This design comes from an exercise in tuning for a short achievable clock period and few clock cycles on the open sky130 flow, not from production work.
Where RTL was checked, it was by simulation tests only, not by an equivalence proof against the original.
Only the layout flow was run in run 4; the RTL was not checked for function there.
Power figures rest on the tool's default switching activity, not on a simulated workload.

File: design.v
`timescale 1ns/1ps
module dcache_ctrl #(
    parameter int INDEX_BITS = 4
) (
    input  logic         clk_i,
    input  logic         rst_i,
    input  logic         cpu_req_i,
    input  logic         cpu_we_i,
    input  logic [31:0]  cpu_addr_i,
    input  logic [31:0]  cpu_data_i,
    output logic [31:0]  cpu_data_o,
    output logic         cpu_stall_o,
    output logic         mem_req_o,
    output logic         mem_we_o,
    output logic [31:0]  mem_addr_o,
    output logic [127:0] mem_data_o,
    input  logic [127:0] mem_data_i,
    input  logic         mem_ack_i
);
    localparam int LINES    = 1 << INDEX_BITS;
    localparam int TAG_BITS = 28 - INDEX_BITS;
    logic [LINES-1:0]      r_valid;
    logic [LINES-1:0]      r_dirty;
    logic [TAG_BITS-1:0]   r_tag  [LINES];
    logic [127:0]          r_data [LINES];
    logic [INDEX_BITS-1:0] w_index;
    logic [TAG_BITS-1:0]   w_tag;
    logic [1:0]            w_word;
    logic [LINES-1:0]      w_match;
    logic                  w_hit;
    logic                  w_victim_dirty;
    logic                  w_wb_done;
    logic                  w_fill_done;
    logic                  w_store_hit;
    logic [127:0]          w_fill_line;
    logic                  w_unused;
    assign w_word   = cpu_addr_i[3:2];
    assign w_index  = cpu_addr_i[INDEX_BITS+3:4];
    assign w_tag    = cpu_addr_i[31:INDEX_BITS+4];
    assign w_unused = ^cpu_addr_i[1:0];
    always_comb begin
        for (int i = 0; i < LINES; i++) begin
            w_match[i] = r_valid[i] && (r_tag[i] == w_tag);
        end
    end
    assign w_hit          = w_match[w_index];
    assign w_victim_dirty = r_valid[w_index] && r_dirty[w_index];
    assign mem_req_o   = cpu_req_i && !w_hit;
    assign mem_we_o    = w_victim_dirty;
    assign mem_addr_o  = w_victim_dirty ? {r_tag[w_index], w_index, 4'b0000}
                                        : {w_tag, w_index, 4'b0000};
    assign mem_data_o  = r_data[w_index];
    assign w_wb_done   = cpu_req_i && mem_ack_i && w_victim_dirty;
    assign w_fill_done = cpu_req_i && mem_ack_i && !w_victim_dirty;
    assign w_store_hit = cpu_req_i && w_hit && cpu_we_i;
    assign cpu_stall_o = cpu_req_i && !w_hit && !(mem_ack_i && !w_victim_dirty);
    assign cpu_data_o  = mem_ack_i ? mem_data_i[{w_word, 5'b00000} +: 32]
                                   : r_data[w_index][{w_word, 5'b00000} +: 32];
    always_comb begin
        w_fill_line = mem_data_i;
        if (cpu_we_i) w_fill_line[{w_word, 5'b00000} +: 32] = cpu_data_i;
    end
    always_ff @(posedge clk_i or posedge rst_i) begin
        if (rst_i) begin
            r_valid <= '0;
            r_dirty <= '0;
        end else if (w_fill_done) begin
            r_valid[w_index] <= 1'b1;
            r_dirty[w_index] <= cpu_we_i;
        end else if (w_wb_done) begin
            r_dirty[w_index] <= 1'b0;
        end else if (w_store_hit) begin
            r_dirty[w_index] <= 1'b1;
        end
    end
    always_ff @(posedge clk_i) begin
        if (w_fill_done) begin
            r_data[w_index] <= w_fill_line;
            r_tag[w_index]  <= w_tag;
        end else if (w_store_hit) begin
            r_data[w_index][{w_word, 5'b00000} +: 32] <= cpu_data_i;
        end
    end
endmodule
File: config.mk
export PLATFORM = sky130hd
export DESIGN_NAME = dcache_ctrl
export DESIGN_NICKNAME = dcache_ctrl
export VERILOG_FILES = /design/flow/design.v
export SDC_FILE = /design/flow/constraint.sdc
export NUM_CORES = 4
export LEC_CHECK = 0
export CAP_MARGIN = 20
export CORE_MARGIN = 2
export CORE_UTILIZATION = 40
export PLACE_DENSITY = 0.6
export SLEW_MARGIN = 20
File: constraint.sdc
create_clock -name core_clock -period 7.0 [get_ports {clk_i}]
set_input_delay 1.4000 -clock core_clock [delete_from_list [all_inputs] [get_ports {clk_i}]]
set_output_delay 1.4000 -clock core_clock [all_outputs]
set_load 0.01 [all_outputs]
File: run.sh
#!/bin/bash
# synth_recipe.tcl (not shown) runs the flow's synth.tcl, then flattens the netlist and writes it again
# the make line also repeats each setting of config.mk as NAME=value (left out here)
make -C /OpenROAD-flow-scripts/flow DESIGN_CONFIG=/design/flow/config.mk WORK_HOME=/design/flow/orfs CLKGATE_MAP_FILE= SYNTH_SCRIPT=/design/flow/synth_recipe.tcl finish
==> run notes, run 1 <==
Clock tree
The cell at the root of the clock tree is clkbuf_16. TritonCTS created about 280 clock buffers. The number of buffers on the longest clock path is 4. After clock tree synthesis, the clock-pin slew on the worst setup and hold paths is 60 ps. The deepest level of the CTS H-tree is 5. After clock tree synthesis, the setup repair step added 0 buffers. The post-cts gate resize count is 0. The tree built by TritonCTS fans out to 2464 sinks. TritonCTS built the clock tree. After clock tree synthesis, the flow added hold-fix buffers numbering 0. The clock latency at the later pin of the worst-skew pair is between 900 and 1000 ps.

Routing
The number of vias after detailed routing is 52.66k. After detailed routing, the total wire length is about 310 mm. The first routing iteration left between 6k and 7k violations. The residual DRC count is 0. Dividing the detail-routed wire length by the instance count gives 34.67 um.

The first detailed-routing pass ran for 5 iterations. The mean number of vias per cell is roughly 6. The final antenna-violating net count is 0.

Layout
The net count of the finished layout is around 5.5k. The top cell types in the final layout, fill and taps aside, are 2432 x edfxtp_1, 825 x mux4_2, 364 x clkdlybuf4s50_1. Of the cells placed in the final design, the portion with a size suffix greater than 1 is 28.30%.

The sequential cell area in the final layout is between 0.07 and 0.08 mm^2. The multi-input combinational cells in the finished layout cover a total of 0.02683 mm^2. The signed area change from the synthesized netlist to the final layout is 17.63%. Fill cells in the final layout number between 20k and 25k. The most common cell after layout, fill and taps aside is edfxtp_1.

STA
The slew at the pin with the worst max-slew slack is around 1200 ps. The worst-case headroom to the max-slew limit is 21.90%. The max-slew violation total from the final report is 0. The shortest period the worst path allows is around 6500 ps. Timing would allow up to 153.7 MHz. The count of final setup violators is 0.

The worst hold slack is ~500 ps. Setup repair after global routing left no endpoint under its margin. The worst path uses slightly above 90% of the clock period.

Setup slack closes at approximately 500 ps. The setup total negative slack is 0 ps. The hold violation total from the final report is 0. The final worst clock skew is between 100 and 150 ps.

Placement
During placement, the flow inserted port buffers numbering a little under 400. The placer's final routability congestion estimate is around 0.88. The half-perimeter wire length of the detailed placement result is between 150 and 200 mm. At the placement stage, the worst setup path has a slack of just over 500 ps.

Critical path
The top cell family by delay on the critical path is multiplexers. The setup slack on the worst flop-to-flop path is 2250 ps. Traced cell by cell, the critical path runs through buf_8, buf_12, mux4_2, mux4_2, mux4_2, nand2_1, nand2_1, clkdlybuf4s50_1. Along the worst path, the maximum fanout reaches 50. The buffers plus inverters on the worst setup path is 3. The cell with the largest stage delay on the worst path is mux4_2. The largest single stage delay on the critical path is 620 ps. The critical path data arrival time is 5100 ps. The worst setup path is captured at an output pin. Data on the critical path is required at its endpoint by ~5600 ps.

Among the stages of the critical path, the cell type that occurs most often is mux4_2. The type of the worst setup path is in2out. The startpoint type of the worst setup path is an input port.

Job
The number of max-capacitance violations reported is 0.

Synth
For this run, asynchronously set or reset flops after synthesis account for under 10%. In this run, synthesis inferred 2432 flip-flops with an integrated enable. The cell area that synthesis handed to floorplanning was between 0.1 and 0.15 mm^2. The number of synthesis warnings is 1. After synthesis, the mean cell area works out to 21.80 um^2.

The sequential fraction of the synthesis area is 72.66%. Counting every instance in the synthesized netlist gives 4661. The netlist uses 57 different library cells. Synthesis inferred ~2.5k register bits.

The most instantiated flip-flop cell in the synthesis netlist is edfxtp_1.

Power
Summed over all cells, the static leakage comes to between 0.03 and 0.04 uW. Dividing total power by cell area gives a power density of around 270 mW/mm^2. The design draws around 33000 uW. The worst IR drop on VDD is around 0.23 mV.

Outcome
The flow ran to the end and the layout has no timing, DRC or antenna violations.

Floorplan
The core region is roughly 0.25 mm^2. The top-level port count is 392. The die is 508.0 um tall. The die covers ~0.26 mm^2. The die outline width is around 510 um.

The initial core utilization is between 40% and 50%. The number of rows created at floorplan is approximately 190.

GRT
The total congestion overflow after global routing is 0. The first-pass GRT wire length is ~420 mm. The via count of the first global-routing pass came to between 50k and 60k. The maximum number of pins on one net before global-route repair is 69. The number of antenna violations at the first check in global routing was 41. The overall global routing resource usage is between 20% and 30%.

Worst hold path
The worst min-delay path category is reg2reg.
cell type report:
type                            instances  share of cell area (%)
Inverter                                9                 0.02826
Clock inverter                        105                  0.6176
Sequential cell                      2464                   61.77
Multi-Input combinational cell       1894                   22.45
Clock buffer                          348                   6.147
Tap cell                             3366                   3.523
Antenna cell                           12                 0.02512
Timing Repair Buffer                  611                   5.444
metrics by stage:
step	utilization, %	cell area (um^2)	std cells
after detailed placement	43.96	111400	8344
final	47.16	119500	8809
after global routing	47.15	119500	8798
after floorplan	-	101600	4664
after global placement	43.96	111400	8344
after CTS	47.14	119500	8797
metal layers:
metal / share of wire [%] / global-route usage [%] / vias to the layer above
met3: 9.9 / 6.532 / 473
met2: 47 / 36.82 / 2595
met1: 39 / 31.59 / 28720
li1: - / - / 20850
met4: 3.2 / 7.197 / 22
met5: 0.038 / 0 / -
cell families (layout without fill, tap and decap cells):
logic type,Yosys count,after routing,share of synthesized area (%)
buffers and inverters,306,1073,1.526
XOR/XNOR,384,384,3.310
flip-flops,2464,2464,72.66
AO/OA/AOI/OAI,212,212,1.694
adder cells (fa/ha/maj),11,11,0.1354
other,1,16,0.003690
multiplexers,857,857,18.67
AND/OR/NAND/NOR,426,426,2.000
flip-flops by register name, indices dropped and copies added, names as in the netlist:
name	cells
r_tag	384
r_valid	16
r_dirty	16
r_data	2048
worst paths after layout:
check,start,end,depth (start not counted)
worst min register to register,r_valid[0]$_DFFE_PP0P_,r_valid[0]$_DFFE_PP0P_,1
worst min-delay path,r_valid[0]$_DFFE_PP0P_,r_valid[0]$_DFFE_PP0P_,1
max in group asynchronous,rst_i,r_dirty[2]$_DFFE_PP0P_,3
worst max-delay path,cpu_addr_i[4],cpu_data_o[22],8
min in group asynchronous,rst_i,r_valid[0]$_DFFE_PP0P_,3
worst max register to register,r_tag[10][8]$_DFFE_PP_,r_data[0][14]$_DFFE_PP_,14
where the power goes:
group | internal, uW | total [uW] | switching, uW | leakage [uW]
Sequential | 16500 | 16500 | 76.1 | 0.0224
Clock | 7670 | 13300 | 5650 | 0.00394
Combinational | 1140 | 2860 | 1720 | 0.0109
Total | 25300 | 32700 | 7440 | 0.0372
cells in the mapped netlist (all sizes together) (8+ instances only):
master	instances	area [um^2]
buf	157	991.0
o21ai	26	130.1
nand4	74	488.0
nand3	41	205.2
mux2	26	296.5
clkbuf	140	525.5
edfxtp	2432	73030
a21oi	12	63.81
xnor2	323	2829
a22o	126	1104
dfrtp	32	800.8
xor2	61	534.3
a2bb2oi	8	70.07
mux4	825	18580
nor4	28	175.2
nand2	149	559.3
ha	11	137.6
a21o	15	112.6
nor3	18	90.09
inv	8	30.03
nor2	91	341.6
Testbench counts, summed over its fixed seeds: cycles 177,591.
==> run 2, diff against run 1 <==
--- a/config.mk
+++ b/config.mk
@@ -9,4 +9,6 @@
 export CORE_MARGIN = 2
 export CORE_UTILIZATION = 40
 export PLACE_DENSITY = 0.6
+export SETUP_SLACK_MARGIN = 2.5
 export SLEW_MARGIN = 20
+export TNS_END_PERCENT = 5
==> run 2 against run 1 <==
Area after synthesis did not move. Largest power group unchanged. Still clean on timing, DRC and antenna. Die area is the same. Utilization up 3.2 points. Worst hold slack better by 7.4 ps.
==> run notes, run 2 <==
STA
The slew at the pin with the worst max-slew slack is 1141 ps (was 1168 ps). The hold violation total from the final report was 0 (unchanged). The share of the clock period used by the worst path came to 82.51% (was 92.92%).

The count of final setup violators was 0 (unchanged). The upper clock frequency limit was 173.1 MHz (was 153.7 MHz). The max-slew violation total from the final report came to 0 (unchanged).

RSZ-0062 raised after global routing: yes (was no). The setup total negative slack is 0 ps (unchanged). The post-layout worst setup margin is 1224 ps (was 495.3 ps). The worst-case headroom to the max-slew limit is 23.74% (was 21.90%). The shortest period the worst path allows is 5776 ps (was 6505 ps). The final worst clock skew is 124.2 ps (was 103.0 ps).

Floorplan
The core area came to 0.2535 mm^2 (unchanged). The area of the die is 0.2581 mm^2 (unchanged). The vertical die dimension is 508.0 um (unchanged).

The die outline width is 508.0 um (unchanged). The number of rows created at floorplan came to 185 (unchanged). The top-level port count is 392 (unchanged). The initial core utilization is 40.09% (unchanged).

Placement
The placer's final routability congestion estimate was 0.9338 (was 0.8785). The half-perimeter wire length of the detailed placement result is 187.8 mm (was 191.9 mm). The worst-case setup slack after placement came to 407.0 ps (was 513.7 ps).

The count of buffers from port buffering is 385 (unchanged). The placed instance area was 0.1119 mm^2 (was 0.1114 mm^2). The instance count after placement with tap cells included is 8339 (was 8344).

GRT
The first-pass GRT wire length came to 427.6 mm (was 418.8 mm). The number of antenna violations at the first check in global routing was 18 (was 41). The overall global routing resource usage is 23.91% (was 23.35%).

The via count of the first global-routing pass came to 53.40k (was 52.52k). The total congestion overflow after global routing is 0 (unchanged). The maximum number of pins on one net before global-route repair is 48 (was 69).

Routing
The number of vias after detailed routing came to 55.09k (was 52.66k). The per-cell routed wire length is 34.39 um (was 34.67 um). The final antenna-violating net count was 0 (unchanged). The mean number of vias per cell is 6.011 (was 5.978). The residual DRC count was 0 (unchanged).

The number of DRC markers after the initial detailed-route iteration is 7427 (was 6441). The aggregate routed wire length is 315.2 mm (was 305.4 mm). The detailed-routing iteration count for the pre-antenna-repair pass came to 5 (unchanged).

Critical path
The type of the worst setup path is in2out (unchanged). Cell-by-cell trace of the critical path: buf_16, buf_12, buf_16, buf_12, buf_12, buf_16, mux4_2, mux4_2, mux4_2, nand2_2, nand2_4, buf_6 (was buf_8, buf_12, mux4_2, mux4_2, mux4_2, nand2_1, nand2_1, clkdlybuf4s50_1). The critical path data arrival time is 4380 ps (was 5100 ps).

The startpoint type of the worst setup path is an input port (unchanged). The number of cells on the worst reg-to-reg path is 14 (unchanged). The critical-path maximum fanout is 8 (was 50). The cell with the largest stage delay on the worst path was mux4_2 (unchanged).

The endpoint kind of the worst setup timing path is an output pin (unchanged). The maximum single-stage delay on the critical path is 640 ps (was 620 ps). The required time of the critical path was 5600 ps (about the same).

Synth
Largest cells by area after synthesis: edfxtp_1 72%, mux4_2 18%, xnor2_1 2.8%, a22o_1 1.1%, dfrtp_1 0.79% (unchanged). The number of flops mapped to enable cells by yosys is 2432 (unchanged). The largest area contributor in the netlist is edfxtp_1 (unchanged). The cell count after synthesis came to 4661 (unchanged). The fraction of synthesized cell area taken by the top area cell type came to 71.87% (unchanged). The most instantiated flip-flop cell in the synthesis netlist was edfxtp_1 (unchanged). The number of synthesis warnings is 1 (unchanged).

Top cells by count, synth: 2432 x edfxtp_1, 825 x mux4_2, 323 x xnor2_1, 149 x nand2_1, 140 x clkbuf_1 (unchanged). The sequential fraction of the synthesis area came to 72.66% (unchanged). The area of the mapped netlist was 0.1016 mm^2 (unchanged).

The share of flip-flops with an asynchronous set or reset is 1.299% (unchanged). The flip-flop and latch count after synthesis is 2464 (unchanged). The cell with the most instances after synthesis is edfxtp_1 (unchanged).

The mean post-synth cell area is 21.80 um^2 (unchanged). The count of cell types in the netlist is 57 (unchanged).

Layout
The sequential cell area in the final layout is 0.07383 mm^2 (unchanged). The number of nets in the finished design came to 5801 (was 5466). The register with the most flip-flops is r_data (unchanged). The most common cell after layout, fill and taps aside is edfxtp_1 (unchanged). The post-layout instance area is 0.1275 mm^2 (was 0.1195 mm^2). The final cell count without fillers is 9165 (was 8809). Most frequent cells in the layout: 2432 x edfxtp_1, 825 x mux4_2, 296 x clkbuf_16 (was 2432 x edfxtp_1, 825 x mux4_2, 364 x clkdlybuf4s50_1). The number of fill cells in the layout is 19.98k (was 20.80k).

The signed area change from the synthesized netlist to the final layout is 25.49% (was 17.63%). The area of the multi-input gates is 0.02797 mm^2 (was 0.02683 mm^2). The proportion of layout cells with a drive suffix above 1 was 37.86% (was 28.30%). Leading registers by flop count: r_data (2048), r_tag (384) (unchanged). The number of flip-flops in the largest register came to 2048 (unchanged).

Clock tree
The CTS sink count came to 2464 (unchanged). The number of buffers created by CTS came to 278 (unchanged). The TritonCTS clock tree was done (unchanged). The cell at the root of the clock tree is clkbuf_16 (unchanged). The clock input transition at the sequential cells of the worst setup and hold paths is 60 ps (about the same).

The deepest level of the CTS H-tree is 5 (unchanged). The hold-fix buffer count after cts is 0 (unchanged). The number of buffers on the longest clock path is 4 (unchanged). The clock latency at the later pin of the worst-skew pair came to 970 ps (was 940 ps).

Power
The net switching power of the design is 7753 uW (was 7444 uW). The relative contribution of sequential cells to total power came to 48.8% (was 50.6%). The total power divided by cell area came to 265.9 mW/mm^2 (was 273.8 mW/mm^2). The worst IR drop on VDD is 0.2142 mV (was 0.2340 mV). The standby leakage power is 0.04145 uW (was 0.03720 uW).

The clock share of power is 41.1% (was 40.7%). The share of total power consumed by net switching is 22.87% (was 22.75%). The cell internal power dissipation is 26150 uW (was 25280 uW). The proportion of power drawn by combinational gates is 10.1% (was 8.7%).

Job
The number of max-capacitance violations reported came to 0 (unchanged).

Outcome
Run status: complete, no violations (unchanged).

Worst hold path
The number of cells on the worst hold path is 1 (unchanged). The worst min-delay path category is reg2reg (unchanged).
==> run 2: cell types whose count changed in the layout (fill, tap and decap cells not counted), sizes merged, moves of 12 or more <==
cell and change:
bufinv +12, clkinv +27, buf +379, clkdlybuf4s50 -156
clkbuf +16, bufbuf +29, dlygate4sd2 +25
==> run 2: worst paths after layout <==
kind / start / end / slack, ps
worst max-delay path: cpu_addr_i[4] / cpu_data_o[19] / 1220
max in group asynchronous: rst_i / r_valid[10]$_DFFE_PP0P_ / 5600
worst max register to register: r_tag[6][18]$_DFFE_PP_ / r_data[11][53]$_DFFE_PP_ / 2570
min in group asynchronous: rst_i / r_dirty[3]$_DFFE_PP0P_ / 1100
worst min register to register: r_valid[0]$_DFFE_PP0P_ / r_valid[0]$_DFFE_PP0P_ / 510
worst min-delay path: r_valid[0]$_DFFE_PP0P_ / r_valid[0]$_DFFE_PP0P_ / 510
==> run 2: critical path, delay by kind of cell <==
kind / cells / cell delay, ps
buffers and inverters: 7 / 950
muxes: 3 / 1720
and+or+nand+nor: 2 / 230
==> run 2: what timing repair did <==
item | 4_1_cts | 5_1_grt
endpoints found under the hold margin | 0 | 0
setup buffers | 175 | 80
setup endpoints to repair | 4280 | 2615
cloned | 71 | 13
pin swaps | 53 | 38
resized for setup | 812 | 275
==> run 2: metal layers <==
metal	GRT usage [%]	vias up	wire [um]
li1	-	21620	-
met5	0	-	13
met4	9.855	2	14100
met2	36.82	3155	146000
met3	4.798	477	30490
met1	33.42	29830	124600
==> run 2: metrics by stage <==
step / hold slack (ps) / util (%) / total power (uW)
after floorplan: 440.7 / - / 18360
after global placement: 489.3 / 44.16 / 19680
after detailed placement: 497.0 / 44.16 / 19720
after CTS: 510.6 / 49.62 / 33930
after global routing: 520.7 / 50.31 / 34780
final: 507.8 / 50.31 / 33910
==> run 2: logic make-up (layout without fill, tap and decap cells) <==
group / after synthesis / count (layout) / synth area share (%)
other cells: 1 / 14 / 0.003690
simple gates: 426 / 426 / 2.000
buf+inv: 306 / 1431 / 1.526
fa+ha+maj: 11 / 11 / 0.1354
flops: 2464 / 2464 / 72.66
mux: 857 / 857 / 18.67
compound gates: 212 / 212 / 1.694
xor+xnor: 384 / 384 / 3.310
==> run 2: cell type report <==
type                            count  share of cell area [%]
Antenna cell                       10                 0.01962
Clock buffer                      328                   5.710
Clock inverter                    148                  0.9949
Inverter                            9                 0.03238
Multi-Input combinational cell   1894                   21.93
Sequential cell                  2464                   57.90
Tap cell                         3366                   3.303
Timing Repair Buffer              946                   10.11
==> run 2: power by group through the flow <==
stage          sequential, uW  combinational (uW)  clock, uW
3_5_place_dp            16900                2860          0
4_1_cts                 16600                3290      14100
2_1_floorplan           16800                1550          0
3_3_place_gp            16900                2830          0
6_report                16600                3430      13900
5_1_grt                 16600                3550      14700
==> run 3, diff against run 2 <==
--- a/config.mk
+++ b/config.mk
@@ -7,8 +7,8 @@
 export LEC_CHECK = 0
 export CAP_MARGIN = 20
 export CORE_MARGIN = 2
-export CORE_UTILIZATION = 40
-export PLACE_DENSITY = 0.6
+export CORE_UTILIZATION = 65
+export PLACE_DENSITY = 0.75
 export SETUP_SLACK_MARGIN = 2.5
 export SLEW_MARGIN = 20
 export TNS_END_PERCENT = 5
==> run 3 against run 2 <==
Still clean on timing, DRC and antenna. Area after synthesis stayed put. Total power is 3.5% lower. Sequential power hardly changed. Worst setup slack better by 230 ps. Clock skew is 62 ps lower. Cell area is 2.1% lower. Utilization is 30 points higher. First-iteration DRC count is 49% higher. Via count is 7.8% higher. Critical path type unchanged.
==> run notes, run 3 <==
Critical path
The critical-path maximum fanout was 7 (was 8). The setup slack on the worst flop-to-flop path is 2560 ps (was 2570 ps). Cell-by-cell trace of the critical path: buf_16, buf_16, buf_8, buf_4, mux4_2, mux4_2, mux4_2, nand2_2, nand2_4, buf_6 (was buf_16, buf_12, buf_16, buf_12, buf_12, buf_16, mux4_2, mux4_2, mux4_2, nand2_2, nand2_4, buf_6). The end of the worst register-to-register path is r_data[3][61]$_DFFE_PP_ (was r_data[11][53]$_DFFE_PP_). The type of the worst setup path is in2out (unchanged).

The required time of the critical path was 5600 ps (about the same). The critical path data arrival time was 4140 ps (was 4380 ps). The number of cells on the worst reg-to-reg path is 14 (unchanged). The maximum single-stage delay on the critical path is 680 ps (was 640 ps). The cell with the largest stage delay on the worst path is mux4_2 (unchanged). The top cell family by delay on the critical path was multiplexers (unchanged). The worst flop-to-flop path startpoint is r_tag[10][6]$_DFFE_PP_ (was r_tag[6][18]$_DFFE_PP_). The startpoint type of the worst setup path was an input port (unchanged). The endpoint kind of the worst setup timing path is an output pin (unchanged). The buffers plus inverters on the worst setup path was 5 (was 7). The most used cell along the critical path is mux4_2.

Placement
The placer's final routability congestion estimate is 0.9730 (was 0.9338). The half-perimeter wire length of the detailed placement result is 179.4 mm (was 187.8 mm). The count of buffers from port buffering came to 385 (unchanged). The worst-case setup slack after placement is 435.0 ps (was 407.0 ps).

Clock tree
The number of buffers created by CTS came to 233 (was 278). The clock latency at the later pin of the worst-skew pair came to 890 ps (was 970 ps). The TritonCTS clock tree is done (unchanged). The cell at the root of the clock tree is clkbuf_16 (unchanged). The number of buffers on the longest clock path is 3 (was 4). The CTS sink count is 2464 (unchanged). The deepest level of the CTS H-tree is 4 (was 5). The clock input transition at the sequential cells of the worst setup and hold paths is 60 ps (about the same).

Worst hold path
The worst min-delay path category is reg2reg (unchanged). The endpoint with the worst hold slack is r_valid[3]$_DFFE_PP0P_ (was r_valid[0]$_DFFE_PP0P_). The startpoint of the most critical hold path was r_valid[3]$_DFFE_PP0P_ (was r_valid[0]$_DFFE_PP0P_).

The number of cells on the worst hold path is 1 (unchanged).

Routing
The residual DRC count is 0 (unchanged). The mean number of vias per cell is 7.506 (was 6.011). The per-cell routed wire length was 43.37 um (was 34.39 um). The number of vias after detailed routing was 59.38k (was 55.09k).

The final antenna-violating net count is 0 (unchanged). The number of DRC markers after the initial detailed-route iteration is 11.05k (was 7427). The detailed-routing iteration count for the pre-antenna-repair pass is 7 (was 5). The aggregate routed wire length was 343.1 mm (was 315.2 mm).

Layout
Leading registers by flop count: r_data (2048), r_tag (384) (unchanged). The number of fill cells in the layout came to 7319 (was 19.98k). The number of flip-flops in the largest register came to 2048 (unchanged). The signed area change from the synthesized netlist to the final layout came to 22.89% (was 25.49%). The number of nets in the finished design was 5849 (was 5801).

The most common cell after layout, fill and taps aside is edfxtp_1 (unchanged). The register with the most flip-flops is r_data (unchanged). The sequential cell area in the final layout is 0.07383 mm^2 (unchanged). The area of the multi-input gates is 0.02778 mm^2 (was 0.02797 mm^2). The proportion of layout cells with a drive suffix above 1 came to 37.66% (was 37.86%). Most frequent cells in the layout: 2432 x edfxtp_1, 825 x mux4_2, 283 x buf_4 (was 2432 x edfxtp_1, 825 x mux4_2, 296 x clkbuf_16).

STA
The max-slew violation total from the final report is 0 (unchanged). The worst-case headroom to the max-slew limit was 21.25% (was 23.74%). RSZ-0062 raised after global routing: yes (unchanged). The slew at the pin with the worst max-slew slack is 1178 ps (was 1141 ps). The final worst clock skew came to 62.51 ps (was 124.2 ps).

The setup total negative slack is 0 ps (unchanged). The shortest period the worst path allows was 5545 ps (was 5776 ps). The share of the clock period used by the worst path came to 79.21% (was 82.51%). The count of final setup violators was 0 (unchanged).

The post-layout worst setup margin is 1455 ps (was 1224 ps). The hold violation total from the final report was 0 (unchanged). The upper clock frequency limit is 180.4 MHz (was 173.1 MHz).

Synth
The flip-flop and latch count after synthesis came to 2464 (unchanged). The fraction of synthesized cell area taken by the top area cell type is 71.87% (unchanged). The number of flops mapped to enable cells by yosys is 2432 (unchanged).

The cell with the most instances after synthesis is edfxtp_1 (unchanged). The share of flip-flops with an asynchronous set or reset came to 1.299% (unchanged). Top cells by count, synth: 2432 x edfxtp_1, 825 x mux4_2, 323 x xnor2_1, 149 x nand2_1, 140 x clkbuf_1 (unchanged). The sequential fraction of the synthesis area was 72.66% (unchanged). The count of cell types in the netlist is 57 (unchanged). The largest area contributor in the netlist is edfxtp_1 (unchanged). The most instantiated flip-flop cell in the synthesis netlist is edfxtp_1 (unchanged). The number of synthesis warnings is 1 (unchanged). The cell count after synthesis came to 4661 (unchanged). The mean post-synth cell area was 21.80 um^2 (unchanged). Largest cells by area after synthesis: edfxtp_1 72%, mux4_2 18%, xnor2_1 2.8%, a22o_1 1.1%, dfrtp_1 0.79% (unchanged).

The area of the mapped netlist is 0.1016 mm^2 (unchanged).

Floorplan
The initial core utilization is 65.28% (was 40.09%). The core area is 0.1557 mm^2 (was 0.2535 mm^2). The area of the die is 0.1595 mm^2 (was 0.2581 mm^2).

The vertical die dimension is 399.4 um (was 508.0 um). The top-level port count is 392 (unchanged). The die outline width is 399.4 um (was 508.0 um). The number of rows created at floorplan is 145 (was 185).

Power
The standby leakage power is 0.04092 uW (was 0.04145 uW). The total power divided by cell area was 262.0 mW/mm^2 (was 265.9 mW/mm^2). The worst IR drop on VDD is 0.2209 mV (was 0.2142 mV).

GRT
The via count of the first global-routing pass is 57.71k (was 53.40k). The total congestion overflow after global routing is 0 (unchanged). The number of antenna violations at the first check in global routing came to 14 (was 18). The overall global routing resource usage was 42.94% (was 23.91%). The maximum number of pins on one net before global-route repair is 74 (was 48).

The first-pass GRT wire length is 460.8 mm (was 427.6 mm).

Job
The number of max-capacitance violations reported is 0 (unchanged).

Outcome
Run status: complete, no violations (unchanged).
[run 3: layout make-up]
type / instances / area share, %
Clock inverter: 148 / 1.128
Timing Repair Buffer: 1039 / 10.55
Sequential cell: 2464 / 59.13
Multi-Input combinational cell: 1894 / 22.25
Inverter: 9 / 0.03206
Clock buffer: 285 / 4.826
Antenna cell: 14 / 0.02806
Tap cell: 2058 / 2.062
[run 3: power breakdown]
group	leakage, uW	switching [uW]	total (uW)	internal [uW]
clock network	0.00363	5740	12600	6880
registers	0.0224	85.4	16500	16500
logic	0.0149	1980	3550	1570
[run 3: worst max-delay path by stage]
stage | slack [ps] | cells after the start | to | start
floorplan | 2020 | 9 | cpu_data_o[11] | cpu_addr_i[4]
global placement | 460 | 11 | cpu_stall_o | cpu_addr_i[14]
detailed placement | 440 | 11 | cpu_stall_o | cpu_addr_i[14]
CTS | 1570 | 10 | cpu_data_o[27] | cpu_addr_i[4]
global route | 1460 | 12 | cpu_data_o[4] | cpu_addr_i[4]
finish | 1460 | 10 | cpu_data_o[22] | cpu_addr_i[4]
[run 3: repair_timing]
item	CTS	global route
gates resized for setup	904	110
pin swaps	64	28
cloned	66	5
setup endpoints to repair	4291	1529
buffers inserted	279	51
hold buffers	0	0
endpoints found under the hold margin	0	0
[run 3: kinds of logic (layout without fill, tap and decap cells)]
| kind of cell | Yosys count | in the layout | synth area share (%) |
|---|---|---|---|
| multiplexers | 857 | 857 | 18.67 |
| adder cells (fa/ha/maj) | 11 | 11 | 0.1354 |
| AND/OR/NAND/NOR | 426 | 426 | 2.000 |
| flip-flops | 2464 | 2464 | 72.66 |
| buffers and inverters | 306 | 1481 | 1.526 |
| XOR/XNOR | 384 | 384 | 3.310 |
| AO/OA/AOI/OAI | 212 | 212 | 1.694 |
| other | 1 | 18 | 0.003690 |
[run 3: layer usage]
layer,vias to the layer above,share of wire (%),track usage (%)
li1,21670,-,-
met4,10,8.1,28.07
met5,-,0.066,0
met3,1133,14,12.16
met1,30320,31,56.54
met2,6239,46,63.89
[run 3: per-stage QoR]
step | area (um^2) | hold slack [ps] | power, uW | utilization, % | instances
CTS | 123900 | 511.8 | 32330 | 79.60 | 7839
floorplan | 102900 | 440.7 | 18360 | - | 4664
global route | 124800 | 526.2 | 33240 | 80.20 | 7900
finish | 124900 | 512.0 | 32720 | 80.22 | 7911
global placement | 110400 | 485.7 | 19600 | 70.92 | 7061
detailed placement | 110400 | 497.9 | 19650 | 70.92 | 7061
==> run 4, diff against run 3 <==
--- a/design.v
+++ b/design.v
@@ -38,24 +38,40 @@
     assign w_index  = cpu_addr_i[INDEX_BITS+3:4];
     assign w_tag    = cpu_addr_i[31:INDEX_BITS+4];
     assign w_unused = ^cpu_addr_i[1:0];
+    logic [LINES-1:0]      w_sel;
+    logic [3:0]            w_wsel;
+    logic [TAG_BITS-1:0]   w_victim_tag;
+    logic [127:0]          w_line;
+    logic [31:0]           w_rword;
     always_comb begin
+        for (int i = 0; i < LINES; i++) w_sel[i] = (w_index == i);
+        for (int w = 0; w < 4; w++) w_wsel[w] = (w_word == w);
+    end
+    always_comb begin
+        w_hit          = 1'b0;
+        w_victim_dirty = 1'b0;
+        w_victim_tag   = '0;
+        w_line         = '0;
+        w_rword        = '0;
         for (int i = 0; i < LINES; i++) begin
-            w_match[i] = r_valid[i] && (r_tag[i] == w_tag);
+            w_match[i]     = r_valid[i] && (r_tag[i] == w_tag);
+            w_hit          = w_hit | (w_sel[i] & w_match[i]);
+            w_victim_dirty = w_victim_dirty | (w_sel[i] & r_valid[i] & r_dirty[i]);
+            w_victim_tag   = w_victim_tag | ({TAG_BITS{w_sel[i]}} & r_tag[i]);
+            w_line         = w_line | ({128{w_sel[i]}} & r_data[i]);
+            for (int w = 0; w < 4; w++)
+                w_rword = w_rword | ({32{w_sel[i] & w_wsel[w]}} & r_data[i][32*w +: 32]);
         end
     end
-    assign w_hit          = w_match[w_index];
-    assign w_victim_dirty = r_valid[w_index] && r_dirty[w_index];
     assign mem_req_o   = cpu_req_i && !w_hit;
     assign mem_we_o    = w_victim_dirty;
-    assign mem_addr_o  = w_victim_dirty ? {r_tag[w_index], w_index, 4'b0000}
-                                        : {w_tag, w_index, 4'b0000};
-    assign mem_data_o  = r_data[w_index];
+    assign mem_addr_o  = {w_victim_dirty ? w_victim_tag : w_tag, w_index, 4'b0000};
+    assign mem_data_o  = w_line;
     assign w_wb_done   = cpu_req_i && mem_ack_i && w_victim_dirty;
     assign w_fill_done = cpu_req_i && mem_ack_i && !w_victim_dirty;
     assign w_store_hit = cpu_req_i && w_hit && cpu_we_i;
     assign cpu_stall_o = cpu_req_i && !w_hit && !(mem_ack_i && !w_victim_dirty);
-    assign cpu_data_o  = mem_ack_i ? mem_data_i[{w_word, 5'b00000} +: 32]
-                                   : r_data[w_index][{w_word, 5'b00000} +: 32];
+    assign cpu_data_o  = mem_ack_i ? mem_data_i[{w_word, 5'b00000} +: 32] : w_rword;
     always_comb begin
         w_fill_line = mem_data_i;
         if (cpu_we_i) w_fill_line[{w_word, 5'b00000} +: 32] = cpu_data_i;
--- a/config.mk
+++ b/config.mk
@@ -7,8 +7,8 @@
 export LEC_CHECK = 0
 export CAP_MARGIN = 20
 export CORE_MARGIN = 2
-export CORE_UTILIZATION = 65
-export PLACE_DENSITY = 0.75
+export CORE_UTILIZATION = 40
+export PLACE_DENSITY = 0.6
 export SETUP_SLACK_MARGIN = 2.5
 export SLEW_MARGIN = 20
 export TNS_END_PERCENT = 5
==> run 4 against run 3 <==
Still clean on timing, DRC and antenna. Global-route usage down 10 points. Maximum frequency is 5.4% lower. Utilization decreased by 28 points. Non-clock buffer count increased by 470. Total power increased by 5.4%. Worst setup slack got worse by 320 ps. Register-to-register slack worse by 20 ps. Clock power is 9.5% higher. Critical endpoint is now cpu_data_o[30]. Largest power group unchanged. Highest routed layer unchanged.
==> run notes, run 4 <==
Outcome
Run status: complete, no violations (unchanged).

Layout
The most common cell after layout, fill and taps aside is edfxtp_1 (unchanged). Leading registers by flop count: r_data (2048), r_tag (384) (unchanged). The proportion of layout cells with a drive suffix above 1 is 29.97% (was 37.66%). The register with the most flip-flops is r_data (unchanged). The post-layout instance area was 0.1309 mm^2 (was 0.1249 mm^2). The number of flip-flops in the largest register was 2048 (unchanged). The final standard cell utilization of the core is 52.66% (was 80.22%). The signed area change from the synthesized netlist to the final layout was 30.87% (was 22.89%). The number of nets in the finished design is 7632 (was 5849). Most frequent cells in the layout: 2432 x edfxtp_1, 686 x buf_4, 447 x a22o_1 (was 2432 x edfxtp_1, 825 x mux4_2, 283 x buf_4).

Floorplan
The number of rows created at floorplan is 183 (was 145). The area of the die is 0.2541 mm^2 (was 0.1595 mm^2). The core area came to 0.2487 mm^2 (was 0.1557 mm^2). The vertical die dimension was 504.1 um (was 399.4 um). The top-level port count is 392 (unchanged). The initial core utilization is 40.23% (was 65.28%).

The die outline width is 504.1 um (was 399.4 um).

STA
The final worst clock skew is 115.7 ps (was 62.51 ps). The upper clock frequency limit is 170.6 MHz (was 180.4 MHz). The slew at the pin with the worst max-slew slack came to 1367 ps (was 1178 ps).

The share of the clock period used by the worst path was 83.74% (was 79.21%). The max-slew violation total from the final report came to 0 (unchanged). The shortest period the worst path allows is 5862 ps (was 5545 ps). The worst hold slack is 463.9 ps (was 512.0 ps). The hold violation total from the final report is 0 (unchanged). RSZ-0062 raised after global routing: yes (unchanged). The count of final setup violators is 0 (unchanged). The worst-case headroom to the max-slew limit was 8.745% (was 21.25%).

GRT
The total congestion overflow after global routing was 0 (unchanged). The overall global routing resource usage came to 32.99% (was 42.94%). The via count of the first global-routing pass is 65.66k (was 57.71k). The number of antenna violations at the first check in global routing is 20 (was 14).

The maximum number of pins on one net before global-route repair is 37 (was 74). The first-pass GRT wire length is 574.4 mm (was 460.8 mm).

Synth
The share of flip-flops with an asynchronous set or reset is 1.299% (unchanged). The flip-flop and latch count after synthesis was 2464 (unchanged). The cell count after synthesis is 6119 (was 4661).

The largest area contributor in the netlist is edfxtp_1 (unchanged). Top cells by count, synth: 2432 x edfxtp_1, 454 x a22o_1, 435 x a221oi_1, 384 x xor2_1, 332 x nand2_1 (was 2432 x edfxtp_1, 825 x mux4_2, 323 x xnor2_1, 149 x nand2_1, 140 x clkbuf_1). The sequential fraction of the synthesis area is 73.80% (was 72.66%). Largest cells by area after synthesis: edfxtp_1 73%, a22o_1 4.0%, a221oi_1 3.8%, xor2_1 3.4%, a22oi_1 2.1% (was edfxtp_1 72%, mux4_2 18%, xnor2_1 2.8%, a22o_1 1.1%, dfrtp_1 0.79%).

The number of synthesis warnings is 1 (unchanged). The area of the mapped netlist is 0.1000 mm^2 (was 0.1016 mm^2). The cell with the most instances after synthesis is edfxtp_1 (unchanged).

The number of flops mapped to enable cells by yosys is 2432 (unchanged). The mean post-synth cell area is 16.35 um^2 (was 21.80 um^2). The count of cell types in the netlist is 63 (was 57). The fraction of synthesized cell area taken by the top area cell type is 73.00% (was 71.87%).

The most instantiated flip-flop cell in the synthesis netlist is edfxtp_1 (unchanged).

Routing
The detailed-routing iteration count for the pre-antenna-repair pass was 9 (was 7). The residual DRC count is 0 (unchanged). The number of DRC markers after the initial detailed-route iteration is 12.71k (was 11.05k). The number of vias after detailed routing is 72.99k (was 59.38k). The per-cell routed wire length is 41.05 um (was 43.37 um). The final antenna-violating net count is 0 (unchanged). The mean number of vias per cell came to 6.669 (was 7.506). The aggregate routed wire length is 449.3 mm (was 343.1 mm).

Clock tree
The number of buffers created by CTS is 274 (was 233). The clock latency at the later pin of the worst-skew pair is 980 ps (was 890 ps). The CTS sink count is 2464 (unchanged). The cell at the root of the clock tree is clkbuf_16 (unchanged).

The number of buffers on the longest clock path was 4 (was 3). The clock input transition at the sequential cells of the worst setup and hold paths was 60 ps (about the same). The deepest level of the CTS H-tree is 5 (was 4). The TritonCTS clock tree is done (unchanged).

Critical path
The critical-path maximum fanout is 6 (was 7). The cell with the largest stage delay on the worst path is nand4_1 (was mux4_2). The most used cell along the critical path was buf_12 (was mux4_2).

The startpoint type of the worst setup path is an input port (unchanged). The critical path data arrival time is 4460 ps (was 4140 ps). The maximum single-stage delay on the critical path was 490 ps (was 680 ps).

The endpoint kind of the worst setup timing path is an output pin (unchanged). The required time of the critical path is 5600 ps (about the same). The type of the worst setup path is in2out (unchanged).

Cell-by-cell trace of the critical path: buf_12, ha_4, buf_6, and3b_4, buf_12, buf_16, a22o_4, a221oi_4, nand4_1, buf_4, a222oi_1, a31oi_2, buf_2 (was buf_16, buf_16, buf_8, buf_4, mux4_2, mux4_2, mux4_2, nand2_2, nand2_4, buf_6).

Power
The worst IR drop on VDD is 0.2069 mV (was 0.2209 mV). The relative contribution of sequential cells to total power came to 48.2% (was 50.6%). The proportion of power drawn by combinational gates is 11.8% (was 10.9%). The clock share of power came to 40.0% (was 38.6%). The total power divided by cell area is 263.5 mW/mm^2 (was 262.0 mW/mm^2). The share of total power consumed by net switching was 24.37% (was 23.87%). The cell internal power dissipation is 26090 uW (was 24910 uW). The standby leakage power is 0.04325 uW (was 0.04092 uW). The net switching power of the design came to 8409 uW (was 7810 uW).

Worst hold path
The worst min-delay path category is reg2reg (unchanged).

Job
The number of max-capacitance violations reported is 0 (unchanged).

Placement
The count of buffers from port buffering is 385 (unchanged). The half-perimeter wire length of the detailed placement result is 272.5 mm (was 179.4 mm). The placer's final routability congestion estimate was 0.9949 (was 0.9730). The placed instance area is 0.1123 mm^2 (was 0.1104 mm^2).
==> run 4: changes by cell type after synthesis, moves of 183 or more <==
cell,previous run,this run
a221oi_1,4,435
a22o_1,126,454
a22oi_1,2,278
xnor2_1,323,1
mux4_2,825,32
xor2_1,61,384
nand2_1,149,332
==> run 4: final cells by class <==
| class | instances | area (um^2) |
|---|---|---|
| Sequential cell | 2464 | 73830 |
| Multi-Input combinational cell | 3156 | 28120 |
| Timing Repair Buffer | 1509 | 16400 |
| Clock buffer | 320 | 7093 |
| Fill cell | 19910 | 117700 |
| Tap cell | 3330 | 4167 |
| Clock inverter | 134 | 1202 |
| Inverter | 17 | 85.08 |
| Antenna cell | 15 | 37.54 |
==> run 4: worst max-delay path, delay by kind of cell <==
kind / cells / cell delay [ps]
buffers and inverters: 6 / 1130
AO/OA/AOI/OAI: 4 / 980
AND/OR/NAND/NOR: 2 / 720
adder cells (fa/ha/maj): 1 / 200
==> run 4: through the flow <==
stage | TNS [ps] | worst slack (ps) | power, uW | cells
6_report | 0 | 1138 | 34500 | 10950
3_5_place_dp | -577.9 | -302.0 | 20150 | 9925
4_1_cts | 0 | 1248 | 33960 | 10650
5_1_grt | 0 | 1316 | 35070 | 10930
2_1_floorplan | 0 | 2204 | 18240 | 6122
3_3_place_gp | -511.1 | -287.2 | 20110 | 9922
==> run 4: cell families after synthesis <==
family                     count (synthesis)  share of synthesized area [%]
adders and majority gates                 13                         0.1626
AOI/OAI and AO/OA                       1531                          12.92
xor gates and xnor gates                 385                          3.370
other                                      1                       0.003748
and+or+nand+nor                         1042                          5.179
muxes                                    175                          2.160
buffers and inverters                    508                          2.404
DFF                                     2464                          73.80
==> run 4: final timing paths <==
check                                   startpoint                        to  slack [ps]  cells past startpoint
setup / recovery                     cpu_addr_i[4]            cpu_data_o[30]        1140                     13
hold / removal             r_valid[10]$_DFFE_PP0P_   r_valid[10]$_DFFE_PP0P_         460                      1
setup reg to reg           r_tag[11][11]$_DFFE_PP_  r_data[8][116]$_DFFE_PP_        2540                     13
hold reg to reg            r_valid[10]$_DFFE_PP0P_   r_valid[10]$_DFFE_PP0P_         460                      1
max in group asynchronous                    rst_i    r_dirty[9]$_DFFE_PP0P_        5710                      3
min in group asynchronous                    rst_i    r_dirty[2]$_DFFE_PP0P_         960                      3
==> run 4: layer usage <==
layer  share of wire, %  wire length [um]  vias up  global-route usage [%]
met4                8.7             38890       10                   22.85
met5              0.015                69        -                       0
li1                   -                 -    27890                       -
met2                 45            200700     6483                   50.53
met3                 13             57300     1382                   8.356
met1                 34            152300    37230                   41.11
==> run 4: timing repair <==
action / 4_1_cts / 5_1_grt
cloned: 29 / 27
pin swaps: 148 / 262
setup endpoints to repair: 4682 / 4287
resized for setup: 500 / 859
buffers inserted: 240 / 251
hold buffers: 0 / 0
==> run 4: power by group through the flow <==
stage / combinational [uW] / sequential, uW / clock [uW]
floorplan: 1330 / 16900 / 0
detailed placement: 3210 / 16900 / 0
global route: 4090 / 16600 / 14300
global placement: 3190 / 16900 / 0
finish: 4050 / 16600 / 13800
CTS: 3560 / 16600 / 13800

[static timing again, ports no longer ideal]
No port has a modelled driver above. Below, the same layouts with a new extraction and two added sets of constraints.
Step 1 (the two cells are an assumption about what drives the block):
set clk [get_ports {clk_i}]
set_driving_cell -lib_cell sky130_fd_sc_hd__clkbuf_16 $clk
set_driving_cell -lib_cell sky130_fd_sc_hd__buf_2 [delete_from_list [all_inputs] $clk]
Step 2 adds t to the input delays and takes it off the output delays; t is the mean of the earliest and latest rising clock arrival at the registers after step 1. Input paths then give back, and output paths get back, about the clock's delay inside the block.
Slacks: ideal / step 1 / step 2; pairs: ideal / step 1.
run | t (ns) | slack for setup (ns) | worst hold slack (ns) | clock arrival spread, ns | cell pins on the clock port's net
run 1 | 0.973 | 0.495 / 0.441 / 0.441 | 0.500 / 0.500 / 0.500 | 0.106 / 0.107 | 1
run 2 | 1.005 | 1.224 / 0.919 / 0.874 | 0.508 / 0.508 / 0.508 | 0.124 / 0.124 | 1
run 3 | 0.940 | 1.455 / 0.957 / 0.570 | 0.512 / 0.512 / 0.512 | 0.062 / 0.062 | 1
run 4 | 1.022 | 1.138 / 1.084 / 1.014 | 0.464 / 0.464 / 0.464 | 0.115 / 0.115 | 1
After both steps setup and hold are still met in every run listed. For run 3, which loses most, drivers alone change the setup slack by -0.498 ns; drivers and shift together by -0.885 ns.
